From an optimization exercise on the open Yosys and OpenROAD flow, aimed at small area and a short achievable clock period; shortcuts taken in it are not production practice. RTL that was checked went through simulation tests only; none was proved equivalent to the original. Only the layout flow was run in run 4; the RTL was not checked for function there. Power is estimated from default activity; no workload was simulated.

==> flow/flow/run.sh <==
#!/bin/bash
# Standard synthesis, then the standard layout with these changes: ports are buffered with
# buf_2 instead of the resizer's default pick; repair may resize a cell to any cell of the
# same function (not only the same footprint); the clock tree uses clkbuf_4/8, sink clusters
# of up to 16 and no dummy loads; and before global routing, eco.tcl reconnects the gates of
# the input-to-output paths (if_ready, d_ready) to the input port buffers, bypassing fanout
# buffers. Each make's full output goes to its own log.
set -euo pipefail
bash standard.sh synth > synth.log 2>&1
bash standard.sh MATCH_CELL_FOOTPRINT=0 \
  "BUFFER_PORTS_ARGS=-buffer_cell sky130_fd_sc_hd__buf_2" \
  "CTS_ARGS=-sink_clustering_enable -repair_clock_nets -dont_use_dummy_load -sink_clustering_size 16 -sink_clustering_max_diameter 60 -buf_list {sky130_fd_sc_hd__clkbuf_4 sky130_fd_sc_hd__clkbuf_8}" \
  "PRE_GLOBAL_ROUTE_TCL=$PWD/flow/eco.tcl" \
  finish > layout.log 2>&1
==> flow/flow/eco.tcl <==
# Port bypass: a combinational path from an input port to an output port should pass only
# the input port's buffer, the logic, and the output port's buffer. Placement repair may
# leave fanout buffers of a big input net (rst_n) on such a path; this reconnects the gate
# pins (and output buffer inputs) on those paths to the input buffer's own output net.
proc eco_is_buf {inst} {
  set m [[$inst getMaster] getName]
  return [expr {[string match "sky130_fd_sc_hd__buf_*" $m] || [string match "sky130_fd_sc_hd__clkbuf_*" $m]}]
}
proc eco_driver {net} {
  foreach it [$net getITerms] {
    if {[$it isOutputSignal]} { return $it }
  }
  return ""
}
proc eco_root {net} {
  # Follow buffers back while the buffer is not an input port's own buffer.
  for {set i 0} {$i < 20} {incr i} {
    set d [eco_driver $net]
    if {$d eq ""} { return $net }
    set inst [$d getInst]
    if {![eco_is_buf $inst]} { return $net }
    set a [$inst findITerm A]
    set anet [$a getNet]
    if {$anet eq "NULL" || $anet eq ""} { return $net }
    if {[llength [$anet getBTerms]] > 0} { return $net }
    set net $anet
  }
  return $net
}
proc eco_reconnect {it} {
  set net [$it getNet]
  if {$net eq "NULL" || $net eq ""} { return 0 }
  set root [eco_root $net]
  if {[$root getName] ne [$net getName]} {
    puts "ECO: [[$it getInst] getName]/[[$it getMTerm] getName]: [$net getName] -> [$root getName]"
    $it disconnect
    $it connect $root
    return 1
  }
  return 0
}
proc eco_port_bypass {} {
  set blk [ord::get_db_block]
  set n 0
  foreach bt [$blk getBTerms] {
    if {[$bt getIoType] ne "OUTPUT"} { continue }
    set onet [$bt getNet]
    set d [eco_driver $onet]
    if {$d eq ""} { continue }
    set ob [$d getInst]
    if {![eco_is_buf $ob]} { continue }
    set a [$ob findITerm A]
    set anet [$a getNet]
    set g [eco_driver $anet]
    if {$g eq ""} { continue }
    set ginst [$g getInst]
    if {[eco_is_buf $ginst]} {
      incr n [eco_reconnect $a]
    } elseif {![string match "*df*" [[$ginst getMaster] getName]]} {
      foreach it [$ginst getITerms] {
        if {[$it isInputSignal]} { incr n [eco_reconnect $it] }
      }
    }
  }
  puts "ECO: port bypass reconnected $n pins"
}
eco_port_bypass
==> flow/standard.sh <==
#!/bin/bash
# synth_recipe.tcl (not shown) runs the flow's synth.tcl, then flattens the netlist and writes it again
# the make line also repeats each setting of config.mk as NAME=value (left out here)
make -C /OpenROAD-flow-scripts/flow DESIGN_CONFIG=/design/flow/config.mk WORK_HOME=/design/flow/orfs CLKGATE_MAP_FILE= SYNTH_SCRIPT=/design/flow/synth_recipe.tcl "${@:-finish}"
==> flow/config.mk <==
export PLATFORM = sky130hd
export DESIGN_NAME = unified_mem_pipe
export DESIGN_NICKNAME = unified_mem_pipe
export VERILOG_FILES = /design/flow/design.v
export SDC_FILE = /design/flow/constraint.sdc
export NUM_CORES = 4
export LEC_CHECK = 0
export CAP_MARGIN = 20
export CORE_MARGIN = 2
export CORE_UTILIZATION = 50
export SETUP_SLACK_MARGIN = 3.1
export SLEW_MARGIN = 20
export SYNTH_HIERARCHICAL = 1
export TNS_END_PERCENT = 10
==> flow/constraint.sdc <==
create_clock -name core_clock -period 5.5 [get_ports {clk}]
set_input_delay 1.1000 -clock core_clock [delete_from_list [all_inputs] [get_ports {clk}]]
set_output_delay 1.1000 -clock core_clock [all_outputs]
set_load 0.01 [all_outputs]
==> flow/design.v <==
module unified_mem_rsel #(
    parameter int WA = 4
) (
    input  logic            d_req,
    input  logic [WA-1:0]   d_wa,
    input  logic [WA-1:0]   f_wa,
    output logic [2**WA-1:0] sel
);
    always_comb begin
        for (int w = 0; w < 2 ** WA; w++)
            sel[w] = d_req ? (d_wa == WA'(w)) : (f_wa == WA'(w));
    end
endmodule
module unified_mem_rbit8 (
    input  logic [7:0] sel,
    input  logic [7:0] d,
    output logic       q
);
    assign q = |(sel & d);
endmodule
module unified_mem_ao4 #(
    parameter int W = 8
) (
    input  logic [3:0]   c,
    input  logic [W-1:0] l0, l1, l2, l3,
    input  logic [W-1:0] h0, h1, h2, h3,
    output logic [W-1:0] r
);
    assign r = ({W{c[0]}} & (l0 | h0)) | ({W{c[1]}} & (l1 | h1)) |
               ({W{c[2]}} & (l2 | h2)) | ({W{c[3]}} & (l3 | h3));
endmodule
module unified_mem_ao3 #(
    parameter int W = 8
) (
    input  logic [2:0]   c,
    input  logic [W-1:0] l0, l1, h0, h1,
    input  logic         sl, sh,
    output logic [W-1:0] r
);
    assign r = ({W{c[0]}} & (l0 | h0)) | ({W{c[1]}} & (l1 | h1)) | {W{c[2] & (sl | sh)}};
endmodule
module unified_mem_ao2 #(
    parameter int W = 16
) (
    input  logic [1:0]   c,
    input  logic [W-1:0] l0, h0,
    input  logic         sl, sh,
    output logic [W-1:0] r
);
    assign r = ({W{c[0]}} & (l0 | h0)) | {W{c[1] & (sl | sh)}};
endmodule
module unified_mem_ldsel (
    input  logic        ld_ok,
    input  logic [2:0]  f3,
    input  logic [1:0]  a,
    output logic [3:0]  bsel,    
    output logic [1:0]  hsel,    
    output logic        lw,      
    output logic        sxb,     
    output logic        sxw,     
    output logic [3:0]  tx       
);
    logic sb, sh;
    assign sb      = ~f3[2] & ~f3[1] & ~f3[0];
    assign sh      = ~f3[2] & ~f3[1] & f3[0];
    assign lw      = ld_ok & (f3[1:0] == 2'b10);
    assign hsel[0] = ld_ok & (f3[1:0] == 2'b01) & ~a[1] | lw;
    assign hsel[1] = ld_ok & (f3[1:0] == 2'b01) & a[1];
    always_comb begin
        bsel = '0;
        if (ld_ok && f3[1:0] == 2'b00) bsel[a] = 1'b1;
    end
    assign sxb = ld_ok & sb;
    assign sxw = ld_ok & (sb | sh);
    assign tx  = f3[0] ? {a[1], 1'b0, ~a[1], 1'b0} : 4'b0001 << a;
endmodule
module unified_mem_sgnw (
    input  logic [3:0] tx,
    input  logic [3:0] d,
    output logic       s
);
    assign s = |(tx & d);
endmodule
module unified_mem_ldfmt (
    input  logic [3:0]  bsel,
    input  logic [1:0]  hsel,
    input  logic        lw,
    input  logic        sxb,
    input  logic        sxw,
    input  logic        sgn_l,
    input  logic        sgn_h,
    input  logic [31:0] wl,
    input  logic [31:0] wh,
    output logic [31:0] r
);
    unified_mem_ao4 #(.W(8)) u_b0 (
        .c({bsel[3], bsel[2] | hsel[1], bsel[1], bsel[0] | hsel[0]}),
        .l0(wl[7:0]), .l1(wl[15:8]), .l2(wl[23:16]), .l3(wl[31:24]),
        .h0(wh[7:0]), .h1(wh[15:8]), .h2(wh[23:16]), .h3(wh[31:24]), .r(r[7:0])
    );
    unified_mem_ao3 #(.W(8)) u_b1 (
        .c({sxb, hsel[1], hsel[0]}), .l0(wl[15:8]), .l1(wl[31:24]), .h0(wh[15:8]),
        .h1(wh[31:24]), .sl(sgn_l), .sh(sgn_h), .r(r[15:8])
    );
    unified_mem_ao2 #(.W(16)) u_h1 (
        .c({sxw, lw}), .l0(wl[31:16]), .h0(wh[31:16]), .sl(sgn_l), .sh(sgn_h), .r(r[31:16])
    );
endmodule
module unified_mem_ifrdy (
    input  logic rst_n,
    input  logic d_req,
    output logic if_ready
);
    assign if_ready = rst_n & ~d_req;
endmodule
module unified_mem_pipe #(
    parameter int ADDR_W   = 6,
    parameter int READ_LAT = 1,
    parameter int CNT_W    = 16
) (
    input  logic              clk,
    input  logic              rst_n,
    input  logic              if_req,
    input  logic [ADDR_W-1:0] if_addr,
    output logic              if_ready,
    output logic              if_valid,
    output logic [31:0]       if_rdata,
    input  logic              d_req,
    input  logic              d_we,
    input  logic [2:0]        d_funct3,
    input  logic [ADDR_W-1:0] d_addr,
    input  logic [31:0]       d_wdata,
    output logic              d_ready,
    output logic              d_valid,
    output logic [31:0]       d_rdata,
    output logic              d_err,
    output logic [CNT_W-1:0]  conflict_cnt
);
    localparam int WA    = ADDR_W - 2;
    localparam int WORDS = 2 ** WA;
    logic [31:0]       mem [WORDS];
    logic              d_acc;
    logic              if_acc;
    logic              d_err_c;
    logic              d_wr;
    logic              ld_ok;
    logic [3:0]        be;
    logic [31:0]       wd;
    logic [WORDS-1:0]  rsel;
    logic [31:0]       rd_lo;
    logic [31:0]       rd_hi;
    logic [31:0]       ld_val;
    logic [CNT_W-1:0]  cnt_q;
    logic              d_vld_p0_q;
    logic              d_err_p0_q;
    logic [31:0]       d_rdata_p0_q;
    logic              if_vld_p0_q;
    logic [31:0]       if_rdata_p0_q;
    function automatic logic acc_err(input logic we, input logic [2:0] f3, input logic [1:0] a);
        logic e;
        case (f3)
            3'b000:  e = 1'b0;
            3'b001:  e = a[0];
            3'b010:  e = (a != 2'b00);
            3'b100:  e = we;
            3'b101:  e = we | a[0];
            default: e = 1'b1;
        endcase
        acc_err = e;
    endfunction
    assign d_ready  = rst_n;
    unified_mem_ifrdy u_ifrdy (.rst_n(rst_n), .d_req(d_req), .if_ready(if_ready));
    assign d_acc    = rst_n & d_req;
    assign if_acc   = rst_n & if_req & ~d_req;
    assign d_err_c  = acc_err(d_we, d_funct3, d_addr[1:0]);
    assign d_wr     = d_acc & d_we & ~d_err_c;
    assign ld_ok    = d_acc & ~d_we & ~d_err_c;
    always_comb begin
        case (d_funct3[1:0])
            2'b00:   be = 4'b0001 << d_addr[1:0];
            2'b01:   be = d_addr[1] ? 4'b1100 : 4'b0011;
            default: be = 4'b1111;
        endcase
    end
    assign wd[7:0]   = d_wdata[7:0];
    assign wd[15:8]  = (d_funct3[1:0] == 2'b00) ? d_wdata[7:0] : d_wdata[15:8];
    assign wd[23:16] = d_funct3[1] ? d_wdata[23:16] : d_wdata[7:0];
    assign wd[31:24] = d_funct3[1] ? d_wdata[31:24] :
                       (d_funct3[0] ? d_wdata[15:8] : d_wdata[7:0]);
    always_ff @(posedge clk) begin
        for (int k = 0; k < 4; k++)
            if (d_wr && be[k]) mem[d_addr[ADDR_W-1:2]][8*k +: 8] <= wd[8*k +: 8];
    end
    unified_mem_rsel #(.WA(WA)) u_rsel (
        .d_req(d_req), .d_wa(d_addr[ADDR_W-1:2]), .f_wa(if_addr[ADDR_W-1:2]), .sel(rsel)
    );
    for (genvar b = 0; b < 32; b++) begin : g_rbit
        logic [WORDS-1:0] col;
        for (genvar w = 0; w < WORDS; w++) begin : g_col
            assign col[w] = mem[w][b];
        end
        unified_mem_rbit8 u_lo (.sel(rsel[7:0]),  .d(col[7:0]),  .q(rd_lo[b]));
        unified_mem_rbit8 u_hi (.sel(rsel[15:8]), .d(col[15:8]), .q(rd_hi[b]));
    end
    logic [3:0] ld_bsel;
    logic [1:0] ld_hsel;
    logic       ld_lw, ld_sxb, ld_sxw;
    logic [3:0] ld_tx;
    logic [WORDS-1:0] sgn_col;
    logic       sgn_lo, sgn_hi;
    unified_mem_ldsel u_ldsel (
        .ld_ok(ld_ok), .f3(d_funct3), .a(d_addr[1:0]), .bsel(ld_bsel), .hsel(ld_hsel),
        .lw(ld_lw), .sxb(ld_sxb), .sxw(ld_sxw), .tx(ld_tx)
    );
    for (genvar w = 0; w < WORDS; w++) begin : g_sgn
        unified_mem_sgnw u_sgnw (
            .tx(ld_tx), .d({mem[w][31], mem[w][23], mem[w][15], mem[w][7]}), .s(sgn_col[w])
        );
    end
    unified_mem_rbit8 u_sgn_lo (.sel(rsel[7:0]),  .d(sgn_col[7:0]),  .q(sgn_lo));
    unified_mem_rbit8 u_sgn_hi (.sel(rsel[15:8]), .d(sgn_col[15:8]), .q(sgn_hi));
    unified_mem_ldfmt u_ldfmt (
        .bsel(ld_bsel), .hsel(ld_hsel), .lw(ld_lw), .sxb(ld_sxb), .sxw(ld_sxw),
        .sgn_l(sgn_lo), .sgn_h(sgn_hi), .wl(rd_lo), .wh(rd_hi), .r(ld_val)
    );
    always_ff @(posedge clk or negedge rst_n) begin
        if (!rst_n) begin
            d_vld_p0_q    <= 1'b0;
            d_err_p0_q    <= 1'b0;
            d_rdata_p0_q  <= '0;
            if_vld_p0_q   <= 1'b0;
            if_rdata_p0_q <= '0;
            cnt_q         <= '0;
        end else begin
            d_vld_p0_q    <= d_acc;
            d_err_p0_q    <= d_acc & d_err_c;
            d_rdata_p0_q  <= ld_val;
            if_vld_p0_q   <= if_acc;
            if_rdata_p0_q <= if_acc ? (rd_lo | rd_hi) : '0;
            if (if_req && d_req && !(&cnt_q)) cnt_q <= cnt_q + CNT_W'(1);
        end
    end
    generate
        if (READ_LAT >= 2) begin : g_lat2
            logic        d_vld_p1_q;
            logic        d_err_p1_q;
            logic [31:0] d_rdata_p1_q;
            logic        if_vld_p1_q;
            logic [31:0] if_rdata_p1_q;
            always_ff @(posedge clk or negedge rst_n) begin
                if (!rst_n) begin
                    d_vld_p1_q    <= 1'b0;
                    d_err_p1_q    <= 1'b0;
                    d_rdata_p1_q  <= '0;
                    if_vld_p1_q   <= 1'b0;
                    if_rdata_p1_q <= '0;
                end else begin
                    d_vld_p1_q    <= d_vld_p0_q;
                    d_err_p1_q    <= d_err_p0_q;
                    d_rdata_p1_q  <= d_rdata_p0_q;
                    if_vld_p1_q   <= if_vld_p0_q;
                    if_rdata_p1_q <= if_rdata_p0_q;
                end
            end
            assign d_valid  = d_vld_p1_q;
            assign d_err    = d_err_p1_q;
            assign d_rdata  = d_rdata_p1_q;
            assign if_valid = if_vld_p1_q;
            assign if_rdata = if_rdata_p1_q;
        end else begin : g_lat1
            assign d_valid  = d_vld_p0_q;
            assign d_err    = d_err_p0_q;
            assign d_rdata  = d_rdata_p0_q;
            assign if_valid = if_vld_p0_q;
            assign if_rdata = if_rdata_p0_q;
        end
    endgenerate
    assign conflict_cnt = cnt_q;
endmodule
==> results of run 1 <==
worst max path at each step:
stage                     depth (start not counted)  slack (ps)                to         from
after CTS                                         3        2970          if_ready        rst_n
after global placement                            9        1130   d_rdata_p0_q[1]  d_funct3[0]
after global routing                              7        2890        mem[6][29]    d_addr[0]
final                                             7        2900        mem[6][29]    d_addr[0]
after detailed placement                          9        1060   d_rdata_p0_q[5]  d_funct3[0]
after floorplan                                   9        2350  d_rdata_p0_q[21]    d_addr[1]
metal layers:
layer | up-vias | GRT usage, % | part of all wire, %
met4 | 2 | 10.5 | 3.8
met2 | 936 | 44.0 | 45
li1 | 6472 | - | -
met3 | 174 | 6.57 | 11
met5 | - | 0 | 0.026
met1 | 7728 | 42.1 | 41
where the power goes:
| part | internal [uW] | switching, uW |
|---|---|---|
| logic | 244 | 476 |
| registers | 4960 | 32.5 |
| clock network | 735 | 1330 |
| total | 5940 | 1840 |
what timing repair did:
action | CTS | global route
setup endpoints to repair | 581 | 569
cloned | 3 | 7
pin swaps | 99 | 23
gates resized for setup | 224 | 59
setup buffers | 119 | 26
logic make-up after synthesis:
| kind of cell | Yosys count |
|---|---|
| XOR/XNOR | 10 |
| AO/OA/AOI/OAI | 402 |
| AND/OR/NAND/NOR | 355 |
| buffers and inverters | 21 |
| multiplexers | 28 |
| adder cells (fa/ha/maj) | 1 |
| flip-flops | 595 |
per-stage QoR:
stage	cells	worst slack [ps]	utilization (%)	area, um^2	hold WS (ps)
final	2358	2900	63.0	28000	256
after global routing	2358	2890	63.0	28000	231
after CTS	2324	2970	61.6	27400	221
after detailed placement	2157	1060	54.9	24400	515
after global placement	2157	1130	54.9	24400	506
after floorplan	1412	2350	-	22800	534
flip-flops by register name (all words and copies together), names as in the netlist:
register,count
if_vld_p0_q,1
cnt_q,16
d_err_p0_q,1
mem,512
d_vld_p0_q,1
if_rdata_p0_q,32
d_rdata_p0_q,32
synth_stat cells (2+ instances only):
master / number
sky130_fd_sc_hd__or2_2: 2
sky130_fd_sc_hd__nand3b_1: 7
sky130_fd_sc_hd__nor3_1: 7
sky130_fd_sc_hd__edfxtp_1: 512
sky130_fd_sc_hd__nand2_1: 58
sky130_fd_sc_hd__nor4b_1: 2
sky130_fd_sc_hd__nor2_1: 141
sky130_fd_sc_hd__mux2i_1: 9
sky130_fd_sc_hd__or2_1: 3
sky130_fd_sc_hd__and3_1: 3
sky130_fd_sc_hd__xor2_1: 4
sky130_fd_sc_hd__a22oi_1: 311
sky130_fd_sc_hd__o21ai_0: 74
sky130_fd_sc_hd__clkbuf_1: 5
sky130_fd_sc_hd__inv_1: 4
sky130_fd_sc_hd__o21ai_4: 2
sky130_fd_sc_hd__or4_4: 2
sky130_fd_sc_hd__nor2b_1: 6
sky130_fd_sc_hd__xnor2_1: 6
sky130_fd_sc_hd__and2_1: 2
sky130_fd_sc_hd__nand4_1: 81
sky130_fd_sc_hd__and4_1: 2
sky130_fd_sc_hd__dfrtp_1: 83
sky130_fd_sc_hd__o21ai_2: 4
sky130_fd_sc_hd__nand3_1: 23
sky130_fd_sc_hd__a21oi_1: 3
sky130_fd_sc_hd__or3b_1: 4
sky130_fd_sc_hd__nor4_1: 2
sky130_fd_sc_hd__buf_2: 7
sky130_fd_sc_hd__buf_6: 3
sky130_fd_sc_hd__mux2_2: 19
modules after synthesis, one instance, submodules excluded, a selection:
module | flops+latches | area (um^2)
unified_mem_ifrdy | 0 | 13.8
unified_mem_ldfmt | 0 | 12.5
unified_mem_ldsel | 0 | 125
unified_mem_pipe | 595 | 19000
unified_mem_rbit8 | 0 | 36.3
unified_mem_sgnw | 0 | 18.8
final cells by class:
| type | instances | area [um^2] |
|---|---|---|
| Multi-Input combinational cell | 796 | 5940 |
| Timing Repair Buffer | 325 | 3210 |
| Fill cell | 3207 | 16400 |
| Clock buffer | 45 | 619 |
| Inverter | 4 | 15.0 |
| Tap cell | 592 | 741 |
| Antenna cell | 1 | 2.50 |
| Sequential cell | 595 | 17500 |
worst reg2reg max path, cell delays in order (launching register included):
cell,delay (ps)
sky130_fd_sc_hd__dfrtp_1,390
sky130_fd_sc_hd__ha_1,240
sky130_fd_sc_hd__nand3_1,160
sky130_fd_sc_hd__or4_4,600
sky130_fd_sc_hd__nand2_1,130
sky130_fd_sc_hd__mux2_2,340
==> flow_metrics.env, run 1 <==
export IMPL_design_final_nets=1820
export IMPL_drc=0
export IMPL_fp_dieH_um=217
export IMPL_grtUsageTotal_pct=29.2
export IMPL_cts_buffers_inserted=45
export IMPL_synth_enable_flop_cells=512
export IMPL_critPathRequiredTime_ps=5830
export IMPL_fin_setup_tns_ps=0
export IMPL_r2r_slack_ps=3540
export IMPL_drive_above_1_share_pct=30.4
export IMPL_yosys_area_share_adder_pct=0.0554
export IMPL_synth_cell_type_count=52
export IMPL_syn_area_mm2=0.0226
export IMPL_drv_max_cap_violation_count=0
export IMPL_yosysTopAreaCellShare_pct=68.0
export IMPL_route_antenna_remaining_nets=0
export IMPL_timing_clock_skew_ps=32.1
export IMPL_synth_main_ff_cell="sky130_fd_sc_hd__edfxtp_1"
export IMPL_fp_dieArea_mm2=0.0469
export IMPL_post_synth_main_area_contributors="sky130_fd_sc_hd__edfxtp_1 68%, sky130_fd_sc_hd__a22oi_1 10%, sky130_fd_sc_hd__dfrtp_1 9.2%"
export IMPL_total_power_uw=7780
export IMPL_synth_top_family_by_area="compound AO/OA/AOI/OAI gates"
export IMPL_critical_path_startpoint_type="input port"
export IMPL_avgSynthCellArea_um2=16.0
export IMPL_synth_fp_nets=1465
export IMPL_hold_path_class="in -> async"
export IMPL_synthesized_area_fraction_occupied_by_ao_oa_aoi_and_oai_cells_pct=12.7
export IMPL_drt_initial_drc_count=1965
export IMPL_critPathBufInv=3
export IMPL_totalWireLength_um=70300
export IMPL_post_synth_and_or_nand_nor_area_fraction_pct=7.78
export IMPL_worst_slew_pin_slew_ps=952
export IMPL_synth_seq_area_share_pct=77.2
export IMPL_leakage_power_figure_uw=0.00956
export IMPL_first_global_vias=14700
export IMPL_data_arrival_time_of_the_critical_path_ps=2930
export IMPL_critPathKind="in -> reg"
export IMPL_post_route_min_period_ps=2600
export IMPL_reg2regPathDepth=5
export IMPL_synth_top_cell_by_area="sky130_fd_sc_hd__edfxtp_1"
export IMPL_core_area_mm2=0.0444
export IMPL_critPathTopFamily="simple AND/OR/NAND/NOR gates"
export IMPL_mostFrequentLayoutCell="sky130_fd_sc_hd__edfxtp_1"
export IMPL_io_pins=137
export IMPL_critical_path_cell_with_the_highest_stage_delay="sky130_fd_sc_hd__or4_4"
export IMPL_hold_viol=0
export IMPL_max_slew_margin_pct=36.5
export IMPL_floorplan_initialDensity_pct=50.9
export IMPL_async_reset_ff_share_pct=13.9
export IMPL_pin_count_of_the_biggest_net_entering_global_routing=68
export IMPL_clock_latency_ps=660
export IMPL_max_clk_rate_ghz=0.384
export IMPL_detail_route_vias_per_cell=6.49
export IMPL_routed_wire_length_per_instance_um=29.8
export IMPL_finalMaxSlewViolations=0
export IMPL_synthToLayoutAreaGrowth_pct=23.8
export IMPL_netlist_instances=1412
export IMPL_floorplan_die_width_um=217
export IMPL_vdd_ir_drop_max_v=0.000213
export IMPL_outcome="no timing/DRC/antenna violations"
export IMPL_max_stage_delay_ps=520
export IMPL_synth_xor_xnor_area_share_pct=0.388
export IMPL_synth_seq_cells=595
export IMPL_gp_congestion=0.875
export IMPL_setup_viol=0
export IMPL_cts_hold_buffers=0
export IMPL_drt_first_pass_iters=5
export IMPL_portbufs=134
export IMPL_worstReg2RegEnd="cnt_q[1]"
export IMPL_yosysWarnings=9
export IMPL_cts_max_level=2
export IMPL_layout_cells_most_common_list="512 x sky130_fd_sc_hd__edfxtp_1, 281 x sky130_fd_sc_hd__a22oi_1, 123 x sky130_fd_sc_hd__buf_2"
export IMPL_numClockSinks=595
export IMPL_worst_path_most_repeated_cell="sky130_fd_sc_hd__buf_4"
export IMPL_grt_antenna_before_repair=4
export IMPL_crit_path_cell_trace="buf_6, or4_4, buf_4, a21oi_4, o21ai_4, nor2_2, buf_4"
export IMPL_cts_tree="yes"
export IMPL_crit_reg2reg_launch="cnt_q[1]"
export IMPL_worst_path_max_fanout=16
export IMPL_power_density_mw_per_mm2=278
export IMPL_finalCritPeriodShare_pct=47.3
export IMPL_overflow=0
export IMPL_clk_transition_reported_paths_ps=90
export IMPL_rows=77
export IMPL_cts_root_buffer="sky130_fd_sc_hd__clkbuf_8"
export IMPL_routed_via_count=15300
export IMPL_rsz_0062_raised_after_global_routing="true"
export IMPL_critical_path_endpoint_type="flop"
export IMPL_post_dp_hpwl_um=43700
export IMPL_grt_pass1_wl_um=98400
export IMPL_cts_root_to_sink_buffers=3
export IMPL_mux_contribution_to_synthesized_area_pct=1.35
==> inputs of run 2 (changes only) <==
==> flow/flow/run.sh (replaced) <==
#!/bin/bash
# Standard synthesis, then the standard layout with these changes: ports are buffered with
# buf_1 instead of the resizer's default pick; repair may resize a cell to any cell of the
# same function (not only the same footprint); the clock tree uses clkbuf_4/8, sink clusters
# of up to 16 and no dummy loads; and before global routing, eco.tcl reconnects the gates of
# the input-to-output paths (if_ready, d_ready) to the input port buffers, bypassing fanout
# buffers. Each make's full output goes to its own log.
set -euo pipefail
bash standard.sh synth > synth.log 2>&1
bash standard.sh MATCH_CELL_FOOTPRINT=0 \
  "BUFFER_PORTS_ARGS=-buffer_cell sky130_fd_sc_hd__buf_1" \
  "CTS_ARGS=-sink_clustering_enable -repair_clock_nets -dont_use_dummy_load -sink_clustering_size 16 -sink_clustering_max_diameter 60 -buf_list {sky130_fd_sc_hd__clkbuf_4 sky130_fd_sc_hd__clkbuf_8}" \
  "PRE_GLOBAL_ROUTE_TCL=$PWD/flow/eco.tcl" \
  finish > layout.log 2>&1
--- a/flow/config.mk
+++ b/flow/config.mk
@@ -12,3 +12,3 @@
 export SLEW_MARGIN = 20
 export SYNTH_HIERARCHICAL = 1
-export TNS_END_PERCENT = 10
+export TNS_END_PERCENT = 0
==> run 2 against run 1 <==
Core utilization is 2.5 points lower. Global-route usage decreased by 0.86 points. Still clean. Clock power about the same. Sequential share of layout area increased by 2.6 points. Register-to-register slack lost 40 ps. Power fell by 0.27%. Maximum frequency down 3.4%. First-iteration DRC count fell by 20%. Via count fell by 3.3%. Combinational power fell by 7.1%. Sequential cell count unchanged. Largest cell class unchanged.
==> flow_metrics.env, run 2 <==
export IMPL_timing_clock_skew_ps=41.9
export IMPL_synth_main_ff_cell="sky130_fd_sc_hd__edfxtp_1"
export IMPL_outcome="no timing/DRC/antenna violations"
export IMPL_hold_worst_slack_ps=447
export IMPL_leakage_power_figure_uw=0.00871
export IMPL_first_global_vias=14300
export IMPL_core_area_mm2=0.0444
export IMPL_fp_dieArea_mm2=0.0469
export IMPL_yosysTopAreaCellShare_pct=68.0
export IMPL_drv_max_cap_violation_count=0
export IMPL_synth_seq_area_share_pct=77.2
export IMPL_drt_first_pass_iters=5
export IMPL_critPathKind="in -> reg"
export IMPL_synth_cell_type_count=52
export IMPL_yosys_top_cells_count="512 x sky130_fd_sc_hd__edfxtp_1, 311 x sky130_fd_sc_hd__a22oi_1, 141 x sky130_fd_sc_hd__nor2_1"
export IMPL_worst_path_max_fanout=21
export IMPL_critPathRequiredTime_ps=6030
export IMPL_fin_setup_tns_ps=0
export IMPL_layout_cells_most_common_list="512 x sky130_fd_sc_hd__edfxtp_1, 275 x sky130_fd_sc_hd__a22oi_1, 123 x sky130_fd_sc_hd__buf_1"
export IMPL_worst_path_most_repeated_cell="sky130_fd_sc_hd__buf_4"
export IMPL_floorplan_die_width_um=217
export IMPL_total_power_uw=7760
export IMPL_critical_path_cell_with_the_highest_stage_delay="sky130_fd_sc_hd__o21ai_0"
export IMPL_max_stage_delay_ps=390
export IMPL_clock_latency_ps=660
export IMPL_setup_worst_path_end="d_rdata_p0_q[7]"
export IMPL_post_place_cells=2163
export IMPL_grt_pass1_wl_um=95200
export IMPL_async_reset_ff_share_pct=13.9
export IMPL_reg2regPathDepth=8
export IMPL_worst_slew_pin_slew_ps=1140
export IMPL_worstReg2RegEnd="d_rdata_p0_q[25]"
export IMPL_cts_root_to_sink_buffers=3
export IMPL_max_slew_margin_pct=24.2
export IMPL_syn_area_mm2=0.0226
export IMPL_cts_buffers_inserted=46
export IMPL_netlist_instances=1412
export IMPL_grt_antenna_before_repair=1
export IMPL_fp_dieH_um=217
export IMPL_yosysWarnings=9
export IMPL_fillers=3411
export IMPL_drc=0
export IMPL_largest_register_ffs=512
export IMPL_finish_instance_area_mm2=0.0269
export IMPL_max_clk_rate_ghz=0.371
export IMPL_detail_route_vias_per_cell=6.40
export IMPL_floorplan_initialDensity_pct=50.9
export IMPL_clk_transition_reported_paths_ps=100
export IMPL_cts_max_level=2
export IMPL_synthToLayoutAreaGrowth_pct=18.9
export IMPL_placed_cell_area_mm2=0.0242
export IMPL_route_antenna_remaining_nets=0
export IMPL_critical_path_endpoint_type="flop"
export IMPL_synth_enable_flop_cells=512
export IMPL_num_antenna_cells=0
export IMPL_power_density_mw_per_mm2=289
export IMPL_post_synth_main_area_contributors="sky130_fd_sc_hd__edfxtp_1 68%, sky130_fd_sc_hd__a22oi_1 10%, sky130_fd_sc_hd__dfrtp_1 9.2%"
export IMPL_totalWireLength_um=69100
export IMPL_rows=77
export IMPL_numClockSinks=595
export IMPL_data_arrival_time_of_the_critical_path_ps=3230
export IMPL_design_final_nets=1776
export IMPL_post_dp_hpwl_um=42900
export IMPL_mostFrequentLayoutCell="sky130_fd_sc_hd__edfxtp_1"
export IMPL_crit_reg2reg_launch="mem[3][15]"
export IMPL_finalCritPeriodShare_pct=49.0
export IMPL_routed_via_count=14800
export IMPL_yosysMostFrequentCell="sky130_fd_sc_hd__edfxtp_1"
export IMPL_synth_fp_nets=1465
export IMPL_drive_above_1_share_pct=22.1
export IMPL_hold_path_class="in -> async"
export IMPL_rsz_0062_raised_after_global_routing="true"
export IMPL_grtUsageTotal_pct=28.3
export IMPL_critical_path_cell_count=12
export IMPL_crit_path_cell_trace="buf_6, buf_4, buf_4, nand3b_1, buf_6, a22oi_2, buf_4, clkbuf_16, a22oi_1, nand4_1, o21ai_0, nand4_1"
export IMPL_critPathTopFamily="buffers and inverters"
export IMPL_critPathBufInv=6
export IMPL_synth_seq_cells=595
export IMPL_portbufs=134
export IMPL_critical_path_startpoint_type="input port"
export IMPL_finalMaxSlewViolations=0
export IMPL_pin_count_of_the_biggest_net_entering_global_routing=48
export IMPL_avgSynthCellArea_um2=16.0
export IMPL_cts_tree="yes"
export IMPL_post_layout_nonfiller_instances=2313
export IMPL_routed_wire_length_per_instance_um=29.9
export IMPL_setup_viol=0
export IMPL_hold_viol=0
export IMPL_synth_top_cell_by_area="sky130_fd_sc_hd__edfxtp_1"
export IMPL_critPathLaunch="d_req"
export IMPL_overflow=0
export IMPL_drt_initial_drc_count=1580
export IMPL_post_route_min_period_ps=2700
export IMPL_cts_root_buffer="sky130_fd_sc_hd__clkbuf_8"
export IMPL_r2r_slack_ps=3500
export IMPL_gp_congestion=1.01
export IMPL_vdd_ir_drop_max_v=0.000233
export IMPL_io_pins=137
[run 2: cells by family (layout without fill, tap and decap cells)]
group                    Yosys count  after routing  synth area share, %
AND/OR/NAND/NOR                  355            358                 7.78
AO/OA/AOI/OAI                    402            402                 12.7
XOR/XNOR                          10             10                0.388
multiplexers                      28             28                 1.35
adder cells (fa/ha/maj)            1              1               0.0554
buffers and inverters             21            327                0.504
flip-flops                       595            595                 77.2
[run 2: per-module statistics from Yosys (local to each module, per instance), excerpt]
| module | cells inside | times used | cell area, um^2 |
|---|---|---|---|
| unified_mem_pipe | 878 | 1 | 19000 |
| unified_mem_ldsel | 19 | 1 | 125 |
| unified_mem_rbit8 | 5 | 66 | 36.3 |
| unified_mem_sgnw | 3 | 16 | 18.8 |
| unified_mem_ifrdy | 1 | 1 | 13.8 |
| unified_mem_ldfmt | 2 | 1 | 12.5 |
[run 2: worst min-delay path by stage]
| stage | slack [ps] | startpoint | cells after the start | endpoint |
|---|---|---|---|---|
| after global placement | 510 | cnt_q[15] | 1 | cnt_q[15] |
| after floorplan | 530 | cnt_q[15] | 1 | cnt_q[15] |
| after CTS | 400 | rst_n | 3 | if_rdata_p0_q[28] |
| final | 450 | rst_n | 3 | if_rdata_p0_q[28] |
| after global routing | 440 | rst_n | 3 | d_rdata_p0_q[27] |
| after detailed placement | 530 | cnt_q[15] | 1 | cnt_q[15] |
[run 2: worst min-delay path: cells and delay by family]
kind	cells	cell delay (ps)
buf+inv	3	320
[run 2: through the flow]
step	worst slack [ps]	util, %
6_report	2800	60.5
5_1_grt	2810	60.5
4_1_cts	2830	58.5
3_5_place_dp	939	54.4
3_3_place_gp	976	54.4
2_1_floorplan	2350	-
[run 2: layout make-up]
| class | count | area, um^2 | area share [%] |
|---|---|---|---|
| sequential | 595 | 17500 | 64.9 |
| multi-input combinational | 799 | 5860 | 21.8 |
| tap | 592 | 741 | 2.76 |
| clock buffer | 46 | 633 | 2.36 |
| timing repair buffer | 277 | 2170 | 8.09 |
| inverter | 4 | 15.0 | 0.0559 |
[run 2: layer usage]
layer  part of all wire [%]  global-route usage (%)  up-vias
li1                       -                       -     6366
met5                   0.12                    1.15        -
met2                     48                    46.2      750
met3                    8.7                    5.28      170
met4                    4.2                    11.2        4
met1                     39                    37.9     7514
[run 2: power breakdown]
part	internal, uW	switching, uW
clock	750	1340
combinational	207	462
sequential	4960	35.1
[run 2: timing repair]
action / in CTS / in global routing
endpoints found under the setup margin: 585 / 584
gates cloned: 2 / 8
hold buffers: 0 / 0
pin swaps: 52 / 56
endpoints found under the hold margin: 0 / 0
buffers inserted: 58 / 36
gates resized for setup: 193 / 75
==> inputs of run 3 (changes only) <==
==> flow/flow/run.sh (replaced) <==
#!/bin/bash
# Standard synthesis, then the standard layout with these changes: ports are buffered with
# buf_2 instead of the resizer's default pick; repair may resize a cell to any cell of the
# same function (not only the same footprint); the clock tree uses clkbuf_4/8, sink clusters
# of up to 16 and no dummy loads; and before global routing, eco.tcl reconnects the gates of
# the input-to-output paths (if_ready, d_ready) to the input port buffers, bypassing fanout
# buffers, then runs a second setup repair pass. Each make's full output goes to its own log.
set -euo pipefail
bash standard.sh synth > synth.log 2>&1
bash standard.sh MATCH_CELL_FOOTPRINT=0 \
  "BUFFER_PORTS_ARGS=-buffer_cell sky130_fd_sc_hd__buf_2" \
  "CTS_ARGS=-sink_clustering_enable -repair_clock_nets -dont_use_dummy_load -sink_clustering_size 16 -sink_clustering_max_diameter 60 -buf_list {sky130_fd_sc_hd__clkbuf_4 sky130_fd_sc_hd__clkbuf_8}" \
  "PRE_GLOBAL_ROUTE_TCL=$PWD/flow/eco.tcl" \
  finish > layout.log 2>&1
--- a/flow/flow/eco.tcl
+++ b/flow/flow/eco.tcl
@@ -66,2 +66,10 @@
 }
 eco_port_bypass
+
+# A second setup repair pass on the placed, clock-tree-built design, after the bypass: the
+# first pass (in the CTS step) stops where its moves stop paying off, and the bypass changes
+# the worst paths it saw.
+estimate_parasitics -placement
+repair_timing -setup -setup_margin $::env(SETUP_SLACK_MARGIN) -repair_tns 0 -verbose
+detailed_placement
+check_placement
==> run 3 against run 2 <==
Still clean on timing, DRC and antenna. Setup slack better by 88 ps. Maximum frequency up 3.4%. Clock-buffer cell count unchanged. Core utilization down 0.55 points. Critical path type unchanged. Critical endpoint is now d_rdata_p0_q[3]. Largest cell class unchanged. Largest power group unchanged.
==> flow_metrics.env, run 3 <==
export IMPL_drc=0
export IMPL_post_synth_main_area_contributors="sky130_fd_sc_hd__edfxtp_1 68%, sky130_fd_sc_hd__a22oi_1 10%, sky130_fd_sc_hd__dfrtp_1 9.2%"
export IMPL_overflow=0
export IMPL_clk_transition_reported_paths_ps=100
export IMPL_post_route_min_period_ps=2610
export IMPL_synth_cell_type_count=52
export IMPL_synth_enable_flop_cells=512
export IMPL_yosysWarnings=9
export IMPL_seq_power_share_pct=64.7
export IMPL_synth_main_ff_cell="sky130_fd_sc_hd__edfxtp_1"
export IMPL_multi_input_area_mm2=0.00579
export IMPL_comb_power_share_pct=8.4
export IMPL_portbufs=134
export IMPL_post_dp_hpwl_um=43500
export IMPL_fp_dieH_um=217
export IMPL_largest_register_ffs=512
export IMPL_worst_hold_path_endpoint="cnt_q[0]"
export IMPL_avgSynthCellArea_um2=16.0
export IMPL_finalMaxSlewViolations=0
export IMPL_synthToLayoutAreaGrowth_pct=17.9
export IMPL_cts_root_to_sink_buffers=3
export IMPL_min_from="cnt_q[0]"
export IMPL_power_density_mw_per_mm2=290
export IMPL_synth_fp_nets=1465
export IMPL_routed_via_count=14500
export IMPL_crit_path_cell_trace="buf_2, nand3b_1, a22oi_2, buf_4, a22oi_1, nand4_1, o21ai_2, nand4_1"
export IMPL_critPathTopFamily="compound AO/OA/AOI/OAI gates"
export IMPL_grt_antenna_before_repair=0
export IMPL_route_antenna_remaining_nets=0
export IMPL_data_arrival_time_of_the_critical_path_ps=3130
export IMPL_cts_hold_buffers=0
export IMPL_core_area_mm2=0.0444
export IMPL_drive_above_1_share_pct=27.1
export IMPL_yosysMostFrequentCell="sky130_fd_sc_hd__edfxtp_1"
export IMPL_drt_initial_drc_count=1444
export IMPL_drt_first_pass_iters=5
export IMPL_r2r_slack_ps=3510
export IMPL_io_pins=137
export IMPL_critical_path_cell_with_the_highest_stage_delay="sky130_fd_sc_hd__o21ai_2"
export IMPL_netlist_instances=1412
export IMPL_met3_length_um=5540
export IMPL_seq_area_mm2=0.0175
export IMPL_min_delay_path_depth=1
export IMPL_detail_route_wirelength_met1_um=26700
export IMPL_fin_setup_tns_ps=0
export IMPL_floorplan_initialDensity_pct=50.9
export IMPL_switching_share_pct=23.4
export IMPL_outcome="no timing/DRC/antenna violations"
export IMPL_detail_route_vias_per_cell=6.33
export IMPL_power_switching_uw=1810
export IMPL_worst_path_max_fanout=17
export IMPL_cts_root_buffer="sky130_fd_sc_hd__clkbuf_8"
export IMPL_syn_area_mm2=0.0226
export IMPL_critPathBufInv=2
export IMPL_cts_tree="yes"
export IMPL_worst_path_most_repeated_cell="sky130_fd_sc_hd__nand4_1"
export IMPL_fp_dieArea_mm2=0.0469
export IMPL_cts_buffers_inserted=46
export IMPL_grt_pass1_wl_um=95500
export IMPL_setup_viol=0
export IMPL_routed_wire_length_per_instance_um=29.5
export IMPL_fillers=3455
export IMPL_max_clk_rate_ghz=0.383
export IMPL_yosys_top_cells_count="512 x sky130_fd_sc_hd__edfxtp_1, 311 x sky130_fd_sc_hd__a22oi_1, 141 x sky130_fd_sc_hd__nor2_1"
export IMPL_critical_path_endpoint_type="flop"
export IMPL_highest_layer="met4"
export IMPL_grtUsageTotal_pct=28.7
export IMPL_critPathRequiredTime_ps=6020
export IMPL_worstReg2RegEnd="d_rdata_p0_q[16]"
export IMPL_clkPwrFrac_pct=26.9
export IMPL_clock_latency_ps=660
export IMPL_timing_clock_skew_ps=55.5
export IMPL_async_reset_ff_share_pct=13.9
export IMPL_post_route_util_pct=60.0
export IMPL_layout_cells_most_common_list="512 x sky130_fd_sc_hd__edfxtp_1, 282 x sky130_fd_sc_hd__a22oi_1, 127 x sky130_fd_sc_hd__buf_2"
export IMPL_critical_path_startpoint_type="input port"
export IMPL_vdd_ir_drop_max_v=0.000271
export IMPL_gp_congestion=0.936
export IMPL_worst_slew_pin_slew_ps=975
export IMPL_max_stage_delay_ps=430
export IMPL_dr_wl_met2_um=32300
export IMPL_yosysTopAreaCellShare_pct=68.0
export IMPL_totalWireLength_um=67500
export IMPL_num_antenna_cells=0
export IMPL_leakage_power_figure_uw=0.00898
export IMPL_rsz_0062_raised_after_global_routing="true"
export IMPL_reg2regPathDepth=8
export IMPL_hold_viol=0
export IMPL_numClockSinks=595
export IMPL_drv_max_cap_violation_count=0
export IMPL_critPathKind="in -> reg"
export IMPL_first_global_vias=14200
export IMPL_internal_power_uw=5910
export IMPL_rows=77
export IMPL_synth_seq_cells=595
export IMPL_crit_reg2reg_launch="mem[8][7]"
export IMPL_synth_seq_area_share_pct=77.2
export IMPL_max_slew_margin_pct=34.8
export IMPL_floorplan_die_width_um=217
export IMPL_mostFrequentLayoutCell="sky130_fd_sc_hd__edfxtp_1"
export IMPL_cts_max_level=2
export IMPL_finalCritPeriodShare_pct=47.4
export IMPL_design_final_nets=1748
export IMPL_pin_count_of_the_biggest_net_entering_global_routing=34
export IMPL_hold_path_class="reg -> reg"
export IMPL_synth_top_cell_by_area="sky130_fd_sc_hd__edfxtp_1"
==> run 3: cell counts after synthesis <==
No cell type changed its count.
==> run 3: metrics by stage <==
step / instances / worst slack [ps] / power (uW) / area (um^2) / hold WS, ps
final: 2285 / 2890 / 7720 / 26600 / 521
after global routing: 2285 / 2890 / 7960 / 26600 / 542
after CTS: 2259 / 2800 / 7720 / 26000 / 380
after detailed placement: 2157 / 1250 / 5670 / 24300 / 511
after global placement: 2157 / 1300 / 5660 / 24300 / 512
after floorplan: 1412 / 2350 / 5380 / 22700 / 534
==> run 3: repair_timing <==
item,4_1_cts,5_1_grt
cloned,2,1
setup buffers,54,25
setup endpoints to repair,581,581
gates resized for setup,162,63
pin swaps,45,46
==> run 3: worst max-delay path by stage <==
stage / from / end / slack [ps] / cells past startpoint
floorplan: d_req / d_rdata_p0_q[21] / 2350 / 8
detailed placement: d_funct3[0] / d_rdata_p0_q[5] / 1250 / 8
global route: d_funct3[0] / d_rdata_p0_q[0] / 2890 / 9
finish: d_addr[3] / d_rdata_p0_q[3] / 2890 / 8
CTS: rst_n / if_ready / 2800 / 4
global placement: d_funct3[0] / d_rdata_p0_q[5] / 1300 / 8
==> run 3: worst reg2reg max path: stages, from the launching register on <==
cell	delay [ps]
sky130_fd_sc_hd__edfxtp_1	420
sky130_fd_sc_hd__a22oi_2	340
sky130_fd_sc_hd__nand2_1	100
sky130_fd_sc_hd__a22oi_1	270
sky130_fd_sc_hd__nand4_1	120
sky130_fd_sc_hd__buf_4	180
sky130_fd_sc_hd__o21ai_4	170
sky130_fd_sc_hd__buf_12	200
sky130_fd_sc_hd__nand2_1	80
==> run 3: Yosys stat by module, one instance, submodules excluded, a selection <==
module / copies in the design / cell area, um^2 / flip-flops and latches / cells
unified_mem_sgnw: 16 / 18.8 / 0 / 3
unified_mem_ifrdy: 1 / 13.8 / 0 / 1
unified_mem_rbit8: 66 / 36.3 / 0 / 5
unified_mem_pipe: 1 / 19000 / 595 / 878
unified_mem_ldfmt: 1 / 12.5 / 0 / 2
unified_mem_ldsel: 1 / 125 / 0 / 19
==> run 3: kinds of logic (layout without fill, tap and decap cells) <==
kind of cell               count (synthesis)  after routing  share of synthesized area [%]
DFF                                      595            595                           77.2
AOI/OAI and AO/OA                        402            402                           12.7
and+or+nand+nor                          355            355                           7.78
muxes                                     28             28                           1.35
buffers and inverters                     21            302                          0.504
xor gates and xnor gates                  10             10                          0.388
adders and majority gates                  1              1                         0.0554
==> run 3: cell type report <==
| type | instances | share of cell area [%] |
|---|---|---|
| repair buffers | 252 | 7.53 |
| inverters | 4 | 0.0564 |
| well taps | 592 | 2.78 |
| flip-flops and latches | 595 | 65.5 |
| clock buffers | 46 | 2.38 |
| multi-input cells | 796 | 21.7 |
==> run 3: power groups by stage <==
stage	Sequential, uW	Clock (uW)	Combinational (uW)
detailed placement	5100	0	572
finish	4990	2080	646
global placement	5090	0	561
global route	5000	2270	690
floorplan	5110	0	276
CTS	4990	2120	610
==> run 3: metal layers <==
metal	track usage [%]	up-vias
li1	-	6300
met1	39.0	7254
met2	46.8	755
met3	4.29	148
met4	12.0	0
met5	0	-
==> inputs of run 4 (changes only) <==
--- a/flow/design.v
+++ b/flow/design.v
@@ -147,5 +147,4 @@
     logic [3:0]        be;
     logic [31:0]       wd;
-    logic [WORDS-1:0]  rsel;
     logic [31:0]       rd_lo;
     logic [31:0]       rd_hi;
@@ -192,6 +191,11 @@
             if (d_wr && be[k]) mem[d_addr[ADDR_W-1:2]][8*k +: 8] <= wd[8*k +: 8];
     end
-    unified_mem_rsel #(.WA(WA)) u_rsel (
-        .d_req(d_req), .d_wa(d_addr[ADDR_W-1:2]), .f_wa(if_addr[ADDR_W-1:2]), .sel(rsel)
+    logic [WORDS-1:0] rsel_a;
+    logic [WORDS-1:0] rsel_b;
+    unified_mem_rsel #(.WA(WA)) u_rsel_a (
+        .d_req(d_req), .d_wa(d_addr[ADDR_W-1:2]), .f_wa(if_addr[ADDR_W-1:2]), .sel(rsel_a)
+    );
+    unified_mem_rsel #(.WA(WA)) u_rsel_b (
+        .d_req(d_req), .d_wa(d_addr[ADDR_W-1:2]), .f_wa(if_addr[ADDR_W-1:2]), .sel(rsel_b)
     );
     for (genvar b = 0; b < 32; b++) begin : g_rbit
@@ -200,6 +204,11 @@
             assign col[w] = mem[w][b];
         end
-        unified_mem_rbit8 u_lo (.sel(rsel[7:0]),  .d(col[7:0]),  .q(rd_lo[b]));
-        unified_mem_rbit8 u_hi (.sel(rsel[15:8]), .d(col[15:8]), .q(rd_hi[b]));
+        if (b < 16) begin : g_a
+            unified_mem_rbit8 u_lo (.sel(rsel_a[7:0]),  .d(col[7:0]),  .q(rd_lo[b]));
+            unified_mem_rbit8 u_hi (.sel(rsel_a[15:8]), .d(col[15:8]), .q(rd_hi[b]));
+        end else begin : g_b
+            unified_mem_rbit8 u_lo (.sel(rsel_b[7:0]),  .d(col[7:0]),  .q(rd_lo[b]));
+            unified_mem_rbit8 u_hi (.sel(rsel_b[15:8]), .d(col[15:8]), .q(rd_hi[b]));
+        end
     end
     logic [3:0] ld_bsel;
@@ -218,6 +227,6 @@
         );
     end
-    unified_mem_rbit8 u_sgn_lo (.sel(rsel[7:0]),  .d(sgn_col[7:0]),  .q(sgn_lo));
-    unified_mem_rbit8 u_sgn_hi (.sel(rsel[15:8]), .d(sgn_col[15:8]), .q(sgn_hi));
+    unified_mem_rbit8 u_sgn_lo (.sel(rsel_b[7:0]),  .d(sgn_col[7:0]),  .q(sgn_lo));
+    unified_mem_rbit8 u_sgn_hi (.sel(rsel_b[15:8]), .d(sgn_col[15:8]), .q(sgn_hi));
     unified_mem_ldfmt u_ldfmt (
         .bsel(ld_bsel), .hsel(ld_hsel), .lw(ld_lw), .sxb(ld_sxb), .sxw(ld_sxw),
--- a/flow/flow/run.sh
+++ b/flow/flow/run.sh
@@ -5,5 +5,5 @@
 # of up to 16 and no dummy loads; and before global routing, eco.tcl reconnects the gates of
 # the input-to-output paths (if_ready, d_ready) to the input port buffers, bypassing fanout
-# buffers, then runs a second setup repair pass. Each make's full output goes to its own log.
+# buffers. Each make's full output goes to its own log.
 set -euo pipefail
 bash standard.sh synth > synth.log 2>&1
--- a/flow/flow/eco.tcl
+++ b/flow/flow/eco.tcl
@@ -66,10 +66,2 @@
 }
 eco_port_bypass
-
-# A second setup repair pass on the placed, clock-tree-built design, after the bypass: the
-# first pass (in the CTS step) stops where its moves stop paying off, and the bypass changes
-# the worst paths it saw.
-estimate_parasitics -placement
-repair_timing -setup -setup_margin $::env(SETUP_SLACK_MARGIN) -repair_tns 0 -verbose
-detailed_placement
-check_placement
==> run 4 against run 3 <==
Still clean. Cell area rose by 1.8%. Via count up 3.8%. Worst hold slack worse by 120 ps. Critical path depth rose by 1. Combinational power rose by 8.7%. Power up 0.81%. Die area rose by 1.2%. Global-route usage fell by 0.65 points. First-iteration DRC count grew 14%. Critical path type unchanged. Critical endpoint is now d_rdata_p0_q[10].
==> flow_metrics.env, run 4 <==
export IMPL_yosysMostFrequentCell="sky130_fd_sc_hd__edfxtp_1"
export IMPL_worst_slew_pin_slew_ps=974
export IMPL_yosysTopAreaCellShare_pct=67.2
export IMPL_drt_initial_drc_count=1651
export IMPL_rows=78
export IMPL_mux_contribution_to_synthesized_area_pct=1.33
export IMPL_route_antenna_remaining_nets=0
export IMPL_layout_cells_most_common_list="512 x sky130_fd_sc_hd__edfxtp_1, 289 x sky130_fd_sc_hd__a22oi_1, 122 x sky130_fd_sc_hd__buf_2"
export IMPL_synth_main_ff_cell="sky130_fd_sc_hd__edfxtp_1"
export IMPL_internal_power_uw=5940
export IMPL_finalCritPeriodShare_pct=48.0
export IMPL_grtUsageTotal_pct=28.1
export IMPL_floorplan_die_width_um=218
export IMPL_cts_hold_buffers=0
export IMPL_synth_top_cell_by_area="sky130_fd_sc_hd__edfxtp_1"
export IMPL_pin_count_of_the_biggest_net_entering_global_routing=72
export IMPL_first_global_vias=14500
export IMPL_floorplan_initialDensity_pct=50.5
export IMPL_critPathKind="in -> reg"
export IMPL_post_route_min_period_ps=2640
export IMPL_clock_latency_ps=650
export IMPL_synth_top_family_by_area="compound AO/OA/AOI/OAI gates"
export IMPL_synthesized_area_fraction_occupied_by_ao_oa_aoi_and_oai_cells_pct=13.1
export IMPL_num_antenna_cells=0
export IMPL_post_route_util_pct=59.9
export IMPL_switching_share_pct=23.6
export IMPL_critical_path_startpoint_type="input port"
export IMPL_mostFrequentLayoutCell="sky130_fd_sc_hd__edfxtp_1"
export IMPL_synth_seq_cells=595
export IMPL_fin_setup_tns_ps=0
export IMPL_worst_path_max_fanout=17
export IMPL_data_arrival_time_of_the_critical_path_ps=3120
export IMPL_critPathRequiredTime_ps=5980
export IMPL_design_final_nets=1786
export IMPL_synth_xor_xnor_area_share_pct=0.383
export IMPL_drv_max_cap_violation_count=0
export IMPL_avgSynthCellArea_um2=15.8
export IMPL_yosysWarnings=9
export IMPL_synth_cell_type_count=52
export IMPL_r2r_slack_ps=3460
export IMPL_crit_reg2reg_launch="mem[13][7]"
export IMPL_detail_route_vias_per_cell=6.44
export IMPL_rsz_0062_raised_after_global_routing="true"
export IMPL_fp_dieH_um=218
export IMPL_cts_buffers_inserted=46
export IMPL_drive_above_1_share_pct=27.8
export IMPL_power_density_mw_per_mm2=287
export IMPL_hold_viol=0
export IMPL_routed_wire_length_per_instance_um=28.7
export IMPL_async_reset_ff_share_pct=13.9
export IMPL_total_power_uw=7780
export IMPL_syn_area_mm2=0.0229
export IMPL_yosys_area_share_adder_pct=0.0547
export IMPL_routed_via_count=15000
export IMPL_portbufs=134
export IMPL_post_dp_hpwl_um=44600
export IMPL_largest_register_ffs=512
export IMPL_gp_congestion=0.992
export IMPL_post_synth_main_area_contributors="sky130_fd_sc_hd__edfxtp_1 67%, sky130_fd_sc_hd__a22oi_1 11%, sky130_fd_sc_hd__dfrtp_1 9.1%"
export IMPL_vdd_ir_drop_max_v=0.000202
export IMPL_placed_cell_area_mm2=0.0250
export IMPL_post_layout_nonfiller_instances=2331
export IMPL_finalMaxSlewViolations=0
export IMPL_post_place_cells=2198
export IMPL_power_switching_uw=1840
export IMPL_numClockSinks=595
export IMPL_hold_path_class="in -> async"
export IMPL_max_clk_rate_ghz=0.379
export IMPL_drc=0
export IMPL_synthToLayoutAreaGrowth_pct=18.6
export IMPL_setup_viol=0
export IMPL_totalWireLength_um=66900
export IMPL_synth_fp_nets=1499
export IMPL_critPathLaunch="d_addr[3]"
export IMPL_cts_max_level=2
export IMPL_drt_first_pass_iters=5
export IMPL_fp_dieArea_mm2=0.0475
export IMPL_clk_transition_reported_paths_ps=100
export IMPL_grt_pass1_wl_um=95800
export IMPL_cts_root_to_sink_buffers=3
export IMPL_synth_enable_flop_cells=512
export IMPL_overflow=0
export IMPL_cts_tree="yes"
export IMPL_fillers=3512
export IMPL_leakage_power_figure_uw=0.00909
export IMPL_cts_root_buffer="sky130_fd_sc_hd__clkbuf_8"
export IMPL_post_synth_and_or_nand_nor_area_fraction_pct=8.27
export IMPL_netlist_instances=1446
export IMPL_yosys_top_cells_count="512 x sky130_fd_sc_hd__edfxtp_1, 326 x sky130_fd_sc_hd__a22oi_1, 141 x sky130_fd_sc_hd__nor2_1"
export IMPL_grt_antenna_before_repair=4
export IMPL_max_slew_margin_pct=34.8
export IMPL_comb_power_share_pct=9.0
export IMPL_timing_clock_skew_ps=35.9
export IMPL_core_area_mm2=0.0453
export IMPL_io_pins=137
export IMPL_critical_path_endpoint_type="flop"
export IMPL_finish_instance_area_mm2=0.0271
export IMPL_outcome="no timing/DRC/antenna violations"
export IMPL_clkPwrFrac_pct=26.7
export IMPL_seq_power_share_pct=64.2
export IMPL_synth_seq_area_share_pct=76.3
==> run 4: cell type report <==
class	instances	area, um^2	share of cell area [%]
tap	600	751	2.77
multi-input combinational	829	6190	22.8
timing repair buffer	257	2080	7.67
inverter	4	15.0	0.0554
clock buffer	46	633	2.33
sequential	595	17500	64.4
==> run 4: path summary, 6_finish.rpt <==
kind | depth (start not counted) | end
setup / recovery | 9 | d_rdata_p0_q[10]
hold / removal | 2 | d_rdata_p0_q[15]
setup reg to reg | 8 | d_rdata_p0_q[27]
hold reg to reg | 1 | cnt_q[15]
max in group asynchronous | 3 | if_rdata_p0_q[4]
min in group core_clock | 1 | cnt_q[15]
==> run 4: critical path: stages <==
cell and delay, ps:
sky130_fd_sc_hd__buf_4 260, sky130_fd_sc_hd__nand3b_1 280, sky130_fd_sc_hd__a22oi_2 220, sky130_fd_sc_hd__buf_4 190, sky130_fd_sc_hd__buf_4 120, sky130_fd_sc_hd__a22oi_1 150, sky130_fd_sc_hd__nand4_1 320, sky130_fd_sc_hd__o21ai_0 270
sky130_fd_sc_hd__nand3_1 190
==> run 4: routing by layer <==
layer  track usage (%)  part of all wire [%]  up-vias
met4              9.43                   3.4        4
met1              41.6                    42     7581
met3              4.99                   9.8      111
li1                  -                     -     6484
met2              42.4                    45      826
met5                 0                 0.046        -
==> run 4: Yosys stat by module (local to each module, per instance), excerpt <==
module / flops+latches / times used
unified_mem_ifrdy: 0 / 1
unified_mem_ldfmt: 0 / 1
unified_mem_ldsel: 0 / 1
unified_mem_pipe: 595 / 1
unified_mem_rbit8: 0 / 66
unified_mem_sgnw: 0 / 16
==> run 4: repair_timing <==
| item | in CTS | in global routing |
|---|---|---|
| pin swaps | 52 | 16 |
| setup endpoints to repair | 627 | 582 |
| setup buffers | 71 | 12 |
| resized for setup | 127 | 21 |
| gates cloned | 2 | 2 |
==> run 4: cells by family (layout without fill, tap and decap cells) <==
| group | Yosys count | in the layout |
|---|---|---|
| muxes | 28 | 28 |
| buffers and inverters | 22 | 307 |
| DFF | 595 | 595 |
| xor gates and xnor gates | 10 | 10 |
| and+or+nand+nor | 372 | 372 |
| AOI/OAI and AO/OA | 418 | 418 |
| adders and majority gates | 1 | 1 |
==> run 4: per-stage QoR <==
| step | hold WS, ps | setup WS, ps |
|---|---|---|
| 2_1_floorplan | 534 | 2710 |
| 3_3_place_gp | 498 | 1390 |
| 3_5_place_dp | 501 | 1320 |
| 4_1_cts | 360 | 2980 |
| 5_1_grt | 377 | 2830 |
| 6_report | 403 | 2860 |
==> run 4: power groups by stage <==
stage	registers, uW	clock network [uW]	logic (uW)
4_1_cts	5000	2120	674
5_1_grt	5000	2270	746
3_5_place_dp	5100	0	600
2_1_floorplan	5110	0	300
6_report	5000	2080	702
3_3_place_gp	5090	0	592

[what the ideal ports hide]
In the flow no input, the clock included, has a driving cell. The finished layouts below were timed again as built, in two steps. Step 1 sets driving cells, clkbuf_16 on the clock port and buf_2 on the other inputs (assumed; they add their load-dependent delay and slew). Step 2 adds t to the input delays and takes it off the output delays; t is the mean of the earliest and latest rising clock arrival at the registers after step 1. Input paths then give back, and output paths get back, about the clock's delay inside the block. a / b / c = no drivers / after step 1 / after step 2; a / b = the first two.
| run | t, ns | slack for setup (ns) | hold WS [ns] | worst setup path at the end |
|---|---|---|---|---|
| run 1 | 0.697 | 2.896 / 2.797 / 2.100 | 0.256 / 0.362 / 0.526 | input to register |
| run 2 | 0.695 | 2.803 / 2.825 / 2.130 | 0.447 / 0.463 / 0.536 | input to register |
| run 3 | 0.690 | 2.891 / 2.862 / 2.188 | 0.521 / 0.521 / 0.521 | input to register |
| run 4 | 0.691 | 2.860 / 2.794 / 2.103 | 0.403 / 0.445 / 0.512 | input to register |
After both steps setup and hold are still met in every run listed. The setup slack of run 1, which loses most, moves by -0.099 ns with the drivers and by -0.796 ns with both steps.
